This is an optimization exercise on Yosys and OpenROAD, whose aim is small area, a short achievable clock period and few clock cycles per item, not a production implementation. Only simulation tests tie the RTL to the original design; equivalence was not proved.

==> 12-24 <==
## two_link_ik_pd_joint_control
module two_link_ik_pd_joint_control (
	input  logic               clk,
	input  logic               arst_n,
	input  logic               in_valid,
	output logic               in_stall,
	input  logic signed [15:0] shoulder_angle,
	input  logic signed [15:0] elbow_angle,
	output logic               out_valid,
	input  logic               out_stall,
	output logic signed [23:0] shoulder_torque,
	output logic signed [23:0] elbow_torque,
	output logic signed [15:0] shoulder_target,
	output logic signed [15:0] elbow_target,
	output logic               target_reachable,
	input  logic               cfg_valid,
	output logic               cfg_ready,
	input  logic [2:0]         cfg_index,
	input  logic [15:0]        cfg_data
);
	localparam int AW = 62;           
	localparam int CW = 61;           
	localparam logic signed [17:0] PI_Z = 18'sd25735;
	function automatic logic [12:0] atan_q13(input logic [3:0] i);
		case (i)
			4'd0:  atan_q13 = 13'd6433;
			4'd1:  atan_q13 = 13'd3798;
			4'd2:  atan_q13 = 13'd2006;
			4'd3:  atan_q13 = 13'd1018;
			4'd4:  atan_q13 = 13'd511;
			4'd5:  atan_q13 = 13'd255;
			4'd6:  atan_q13 = 13'd127;
			4'd7:  atan_q13 = 13'd63;
			4'd8:  atan_q13 = 13'd31;
			4'd9:  atan_q13 = 13'd15;
			4'd10: atan_q13 = 13'd7;
  ...
==> flow/config.mk <==
export PLATFORM = sky130hd
export DESIGN_NAME = two_link_ik_pd_joint_control
export DESIGN_NICKNAME = two_link_ik_pd_joint_control
export VERILOG_FILES = /design/flow/design.v
export SDC_FILE = /design/flow/constraint.sdc
export NUM_CORES = 4
export LEC_CHECK = 0
export CAP_MARGIN = 20
export CORE_MARGIN = 2
export CORE_UTILIZATION = 40
export SETUP_SLACK_MARGIN = 5
export SLEW_MARGIN = 20
==> flow/constraint.sdc <==
create_clock -name core_clock -period 10.0 [get_ports {clk}]
set_input_delay 2.0000 -clock core_clock [delete_from_list [all_inputs] [get_ports {clk}]]
set_output_delay 2.0000 -clock core_clock [all_outputs]
set_load 0.01 [all_outputs]
run.sh (not shown) runs the stock make flow with config.mk's settings and CLKGATE_MAP_FILE= SYNTH_SCRIPT=/design/flow/synth_recipe.tcl, a recipe that flattens the netlist after the stock synthesis.
==> 02-06 (differences from 12-24) <==
--- a/flow/design.v
+++ b/flow/design.v
@@ -103,67 +103,71 @@
 	logic [1:0]         t1_isel, t1_s1, t1_s2, t2_isel, t2_s1, t2_s2;
 	logic signed [AW-1:0] acc_q;
 	logic [29:0]        den_q;
 	logic [32:0]        rem_q;
 	logic [28:0]        qm_q;        
 	logic [28:0]        rt_q;        
 	logic               neg_q;       
-	logic signed [43:0] k1_q, k2_q;
+	logic signed [43:0] k1_w, k2_w;
+	assign k2_w = {rem_q, rt_q[10:0]};
+	assign k1_w = {qm_q, rt_q[25:11]};
 	logic signed [CW-1:0] xh_q;
 	logic signed [CW-1:0] cx_q, cy_q;
 	logic signed [17:0]   cz_q;
 	logic [3:0]           ci_q;
 	logic                 cl_q, crun_q, cfin_q, czero_q;
 	logic                 cpos_q;     
 	logic [1:0]           csrc_q;     
-	logic [1:0]         tp_q;        
-	logic signed [15:0] as_q, ae_q, prev_s_q, prev_e_q;
+	logic               tp_q;        
+	logic signed [15:0] ae_q, prev_s_q, prev_e_q;
 	logic signed [23:0] ts_q;
 	logic [1:0]         inflight_q;  
 	logic [1:0]         cnt_q;       
-	logic signed [23:0] ost_q, oet_q, q1s_q, q1e_q, q2s_q, q2e_q;
-	logic accept;
-	assign in_stall = !(ik_valid_q && tp_q != 2'd1 && (2'(inflight_q + cnt_q) != 2'd3));
+	logic signed [23:0] ost_q, oet_q, q1s_q, q1e_q;
+	logic accept, take, land;
+	logic signed [15:0] th1_w;       
+	assign take     = (cnt_q != 2'd0) && !out_stall;
+	assign in_stall = !(ik_valid_q && !tp_q && (2'(inflight_q + cnt_q - 2'(take)) <= 2'd1));
 	assign accept   = in_valid && !in_stall;
 	logic signed [16:0] op_a1, op_a2;
 	logic signed [15:0] op_b1, op_b2;
 	logic               op_v, op_init, op_den;
 	logic [1:0]         op_isel, op_s1, op_s2;
 	logic [1:0]         kc;          
 	logic signed [15:0] k1c, k2c;
 	logic signed [15:0] l2s_w;       
 	assign l2s_w = neg_q ? -$signed({2'b0, l2_q}) : $signed({2'b0, l2_q});
 	always_comb begin
 		kc = (ss_q == S_KXY && sc_q >= 5'd8) ? 2'(sc_q - 5'd8) : 2'(sc_q - 5'd5);
 		case (kc)
-			2'd0: begin k1c = $signed({1'b0, k1_q[14:0]}); k2c = $signed({1'b0, k2_q[14:0]}); end
-			2'd1: begin k1c = $signed({1'b0, k1_q[29:15]}); k2c = $signed({1'b0, k2_q[29:15]}); end
-			default: begin k1c = 16'($signed(k1_q[43:30])); k2c = 16'($signed(k2_q[43:30])); end
+			2'd0: begin k1c = $signed({1'b0, k1_w[14:0]}); k2c = $signed({1'b0, k2_w[14:0]}); end
+			2'd1: begin k1c = $signed({1'b0, k1_w[29:15]}); k2c = $signed({1'b0, k2_w[29:15]}); end
+			default: begin k1c = 16'($signed(k1_w[43:30])); k2c = 16'($signed(k2_w[43:30])); end
 		endcase
 	end
 	always_comb begin
 		op_a1   = '0;
 		op_b1   = '0;
 		op_a2   = '0;
 		op_b2   = '0;
 		op_v    = 1'b0;
 		op_init = 1'b0;
 		op_den  = 1'b0;
 		op_isel = 2'd0;
 		op_s1   = 2'd0;
 		op_s2   = 2'd0;
-		if (tp_q == 2'd1) begin
+		if (accept) begin
 			op_v    = 1'b1;
-			op_a1   = 17'(th1_q) - 17'(as_q);
+			op_a1   = 17'(th1_w) - 17'(shoulder_angle);
 			op_b1   = $signed({2'b0, kp_q});
-			op_a2   = 17'(prev_s_q) - 17'(as_q);
+			op_a2   = 17'(prev_s_q) - 17'(shoulder_angle);
 			op_b2   = $signed({2'b0, kd_q});
 			op_init = 1'b1;
 			op_isel = 2'd3;
-		end else if (tp_q == 2'd2) begin
+		end else if (tp_q) begin
 			op_v    = 1'b1;
 			op_a1   = 17'(th2_q) - 17'(ae_q);
 			op_b1   = $signed({2'b0, kp_q});
 			op_a2   = 17'(prev_e_q) - 17'(ae_q);
 			op_b2   = $signed({2'b0, kd_q});
 			op_init = 1'b1;
 			op_isel = 2'd3;
@@ -294,41 +298,38 @@
 	end
 	logic signed [33:0] num_w, den_w;
 	logic               reach_w, clamp_w;
 	assign num_w   = acc_q[33:0];
 	assign den_w   = $signed({4'b0, den_q});
 	assign reach_w = (num_w < den_w);
 	assign clamp_w = (den_q == '0) || (num_w >= den_w) || (num_w <= -den_w);
-	logic signed [CW-1:0] sx_w, sy_w, xb_in, yb_in, xb, yb, xa, ya, cx_n, cy_n;
+	logic signed [CW-1:0] sx_w, sy_w, xb, yb, xa, ya, cx_n, cy_n;
 	logic                 cpos, sneg, xinv, yinv, cy_nz;
 	logic signed [CW-1:0] yb_x;
-	logic [3:0]           shamt;
 	logic signed [17:0]   cres, cz12;
 	always_comb begin
 		case (csrc_q)
 			2'd0: begin sx_w = $signed({1'b0, qm_q}); sy_w = $signed({1'b0, rt_q}); end
 			2'd1: begin sx_w = xh_q; sy_w = acc_q[CW-1:0]; end
 			default: begin sx_w = CW'(px_q); sy_w = CW'(py_q); end
 		endcase
 		sneg  = (csrc_q == 2'd0) ? neg_q : sx_w[CW-1];
 		cpos  = cpos_q;
-		shamt = cl_q ? 4'd0 : ci_q;
-		xb_in = cl_q ? sx_w : cy_q;
-		yb_in = cl_q ? sy_w : cx_q;
-		xb    = xb_in >>> shamt;
-		yb    = yb_in >>> shamt;
+		xb    = cl_q ? sx_w : (cy_q >>> ci_q);
+		yb    = cl_q ? sy_w : (cx_q >>> ci_q);
 		xa    = cl_q ? '0 : cx_q;
 		ya    = cl_q ? '0 : cy_q;
 		xinv  = cl_q ? (sneg && csrc_q != 2'd0) : !cpos;
 		yinv  = cl_q ? sneg : cpos;
 		cx_n  = xa + (xb ^ {CW{xinv}}) + CW'(xinv);
 		cy_n  = ya + (yb ^ {CW{yinv}}) + CW'(yinv);
 		yb_x  = yb ^ {CW{yinv}};
 		cy_nz = |((ya ^ yb_x) ^ {ya[CW-2:0] | yb_x[CW-2:0], yinv});
 	end
+	assign th1_w = (cfin_q && csrc_q != 2'd0) ? 16'(cres) : th1_q;
 	always_comb begin
 		cz12 = cpos ? cz_q + 18'sd1 : cz_q - 18'sd1;
 		if (czero_q)
 			cres = '0;
 		else if (cz12 > 18'sd25736)
 			cres = 18'sd25736;
 		else if (cz12 < -18'sd25736)
@@ -353,19 +354,15 @@
 			default: sc_n = '0;
 		endcase
 		if (ik_restart) begin
 			ss_n = S_SQ;
 			sc_n = '0;
 		end
 	end
-	logic take, land;
-	logic [1:0] wpos;
-	assign take = (cnt_q != 2'd0) && !out_stall;
 	assign land = t2_v && t2_te;
-	assign wpos = cnt_q - 2'(take);
 	always_ff @(posedge clk or negedge arst_n) begin
 		if (!arst_n) begin
 			ss_q        <= S_IDLE;
 			sc_q        <= '0;
 			div_q       <= 1'b0;
 			sqrt_q      <= 1'b0;
 			ik_valid_q  <= 1'b1;
@@ -378,15 +375,15 @@
 			t2_ts       <= 1'b0;
 			t1_te       <= 1'b0;
 			t2_te       <= 1'b0;
 			cl_q        <= 1'b0;
 			csrc_q      <= 2'd0;
 			crun_q      <= 1'b0;
 			cfin_q      <= 1'b0;
-			tp_q        <= '0;
+			tp_q        <= 1'b0;
 			prev_s_q    <= '0;
 			prev_e_q    <= '0;
 			inflight_q  <= '0;
 			cnt_q       <= '0;
 		end else begin
 			ss_q   <= ss_n;
 			sc_q   <= sc_n;
@@ -424,25 +421,22 @@
 					end else begin
 						th2_q <= -(16'(cres));
 					end
 				end
 			end
 			t1_v  <= op_v && !ik_restart;
 			t2_v  <= t1_v && !ik_restart;
-			t1_ts <= (tp_q == 2'd1);
+			t1_ts <= accept;
 			t2_ts <= t1_ts;
-			t1_te <= (tp_q == 2'd2);
+			t1_te <= tp_q;
 			t2_te <= t1_te;
+			tp_q <= accept;
 			if (accept)
-				tp_q <= 2'd1;
-			else
-				tp_q <= (tp_q == 2'd1) ? 2'd2 : 2'd0;
-			if (tp_q == 2'd1)
-				prev_s_q <= as_q;
-			if (tp_q == 2'd2)
+				prev_s_q <= shoulder_angle;
+			if (tp_q)
 				prev_e_q <= ae_q;
 			inflight_q <= inflight_q + 2'(accept) - 2'(land);
 			cnt_q      <= cnt_q - 2'(take) + 2'(land);
 		end
 	end
 	always_ff @(posedge clk) begin
 		a1_q    <= op_a1;
@@ -457,38 +451,36 @@
 		p1_q    <= bmul(a1_q, b1_q);
 		p2_q    <= bmul(a2_q, b2_q);
 		t2_init <= t1_init && t1_v;
 		t2_isel <= t1_isel;
 		t2_s1   <= t1_s1;
 		t2_s2   <= t1_s2;
 		t2_den  <= t1_den && t1_v;
-		if (accept) begin
-			as_q <= shoulder_angle;
+		if (accept)
 			ae_q <= elbow_angle;
-		end
 		if (sqrt_q)
 			acc_q <= acc_q <<< 4;
 		else
 			acc_q <= acc_next;
 		if (t2_den)
 			den_q <= 30'(p1_q) <<< 1;
 		if (t2_v && t2_ts)
 			ts_q <= tq_sat;
 		if (take) begin
 			ost_q <= q1s_q;
 			oet_q <= q1e_q;
-			q1s_q <= q2s_q;
-			q1e_q <= q2e_q;
 		end
 		if (land) begin
-			case (wpos)
-				2'd0: begin ost_q <= ts_q; oet_q <= tq_sat; end
-				2'd1: begin q1s_q <= ts_q; q1e_q <= tq_sat; end
-				default: begin q2s_q <= ts_q; q2e_q <= tq_sat; end
-			endcase
+			if (cnt_q == 2'd0 || (cnt_q == 2'd1 && take)) begin
+				ost_q <= ts_q;
+				oet_q <= tq_sat;
+			end else begin
+				q1s_q <= ts_q;
+				q1e_q <= tq_sat;
+			end
 		end
 		if (ss_q == S_SQ && sc_q == 5'd5) begin
 			rem_q <= {2'b0, num_w[33] ? 31'(-num_w) : num_w[30:0]};
 			neg_q <= num_w[33];
 			rt_q  <= '0;
 			if (den_q == '0 || num_w >= den_w) begin
 				qm_q  <= 29'd1 << 28;
@@ -504,18 +496,22 @@
 			qm_q  <= ds_q2;
 		end else if (sqrt_q) begin
 			rem_q <= ds_rn[32:0];
 			rt_q  <= ds_q2;
 		end else if (ss_q == S_MSQ) begin
 			rem_q <= '0;
 		end
-		if (ss_q == S_KXY && sc_q == 5'd3)
-			k2_q <= acc_q[43:0];
-		if (ss_q == S_KXY && sc_q == 5'd4)
-			k1_q <= acc_q[43:0];
+		if (ss_q == S_KXY && sc_q == 5'd3) begin
+			rem_q       <= acc_q[43:11];
+			rt_q[10:0]  <= acc_q[10:0];
+		end
+		if (ss_q == S_KXY && sc_q == 5'd4) begin
+			qm_q        <= acc_q[43:15];
+			rt_q[25:11] <= acc_q[14:0];
+		end
 		if (ss_q == S_KXY && sc_q == 5'd10)
 			xh_q <= acc_q[CW-1:0];
 		cx_q   <= cx_n;
 		cy_q   <= cy_n;
 		cpos_q <= !cy_n[CW-1] && cy_nz;
 		if (cl_q) begin
 			ci_q <= '0;
Settings changed: SETUP_SLACK_MARGIN 5 to 4.5, TNS_END_PERCENT from default to 5.
==> impl_metrics.toml <==
[clocking]
clkSlewWorstSetupHoldPaths_ns = 0.06
cts_made_buffers = 105
numClockSinks = 864

[outcome]
outcome = "finished clean"

[final_layout]
fin_util = 0.455
multi_input_area_share = 0.635
clock_buffers = 138
num-multi-input-gates = 8235

[floorplan]
std_cell_rows = 172

[routing]
vias = 83600

[worst_setup_path]
reg2reg_to = "rem_q[19]$_DFFE_PP_"
cp_data_required_time_ns = 10.56
max_stage_delay_ns = 0.77

[synthesis]
netlist_instances = 10700
Source of the figures above: 02-06

==> impl_metrics.toml <==
[clocking]
numClockSinks = 1017
cts_made_buffers = 117

[worst_setup_path]
max_stage_delay_ns = 0.55
cp-end-kind = "flip-flop"
cp_data_required_time_ns = 10.73
reg2reg_to = "cx_q[58]$_DFF_P_"

[floorplan]
std_cell_rows = 174

[final_layout]
num-multi-input-gates = 8094
multi_input_area_share = 0.600
fin_util = 0.485

[outcome]
outcome = "finished clean"

[synthesis]
netlist_instances = 10500

[routing]
vias = 84000
Source of the figures above: 12-24

Testbench counts of 12-24, summed over its fixed seeds: cycles 14,008, items 1,271.
Testbench counts of 02-06, summed over its fixed seeds: cycles 13,816, items 1,271.

-- afterwards: timing with drivers on the ports --
The results above use ideal ports. As a check the final layouts listed here were re-extracted and re-timed, cells and wires unchanged.
Step 1, drivers: a clkbuf_16 drives clk and a buf_2 each remaining input, both assumed.
Step 2, shift: input delay + t, output delay - t, t = (earliest + latest rising clock arrival at the registers) / 2. This alone moves slack from input paths to output paths.
Three values: ideal, step 1, step 2; two values: the first two.
run	t (ns)	slack for setup (ns)	worst register clock-pin slew, ns
12-24	0.877	4.220 / 4.220 / 4.220	0.08 / 0.08
02-06	0.864	3.954 / 3.954 / 3.915	0.08 / 0.08
After both steps setup and hold are still met in every run listed. The setup slack of 02-06, which loses most, moves by 0.000 ns with the drivers and by -0.039 ns with both steps.
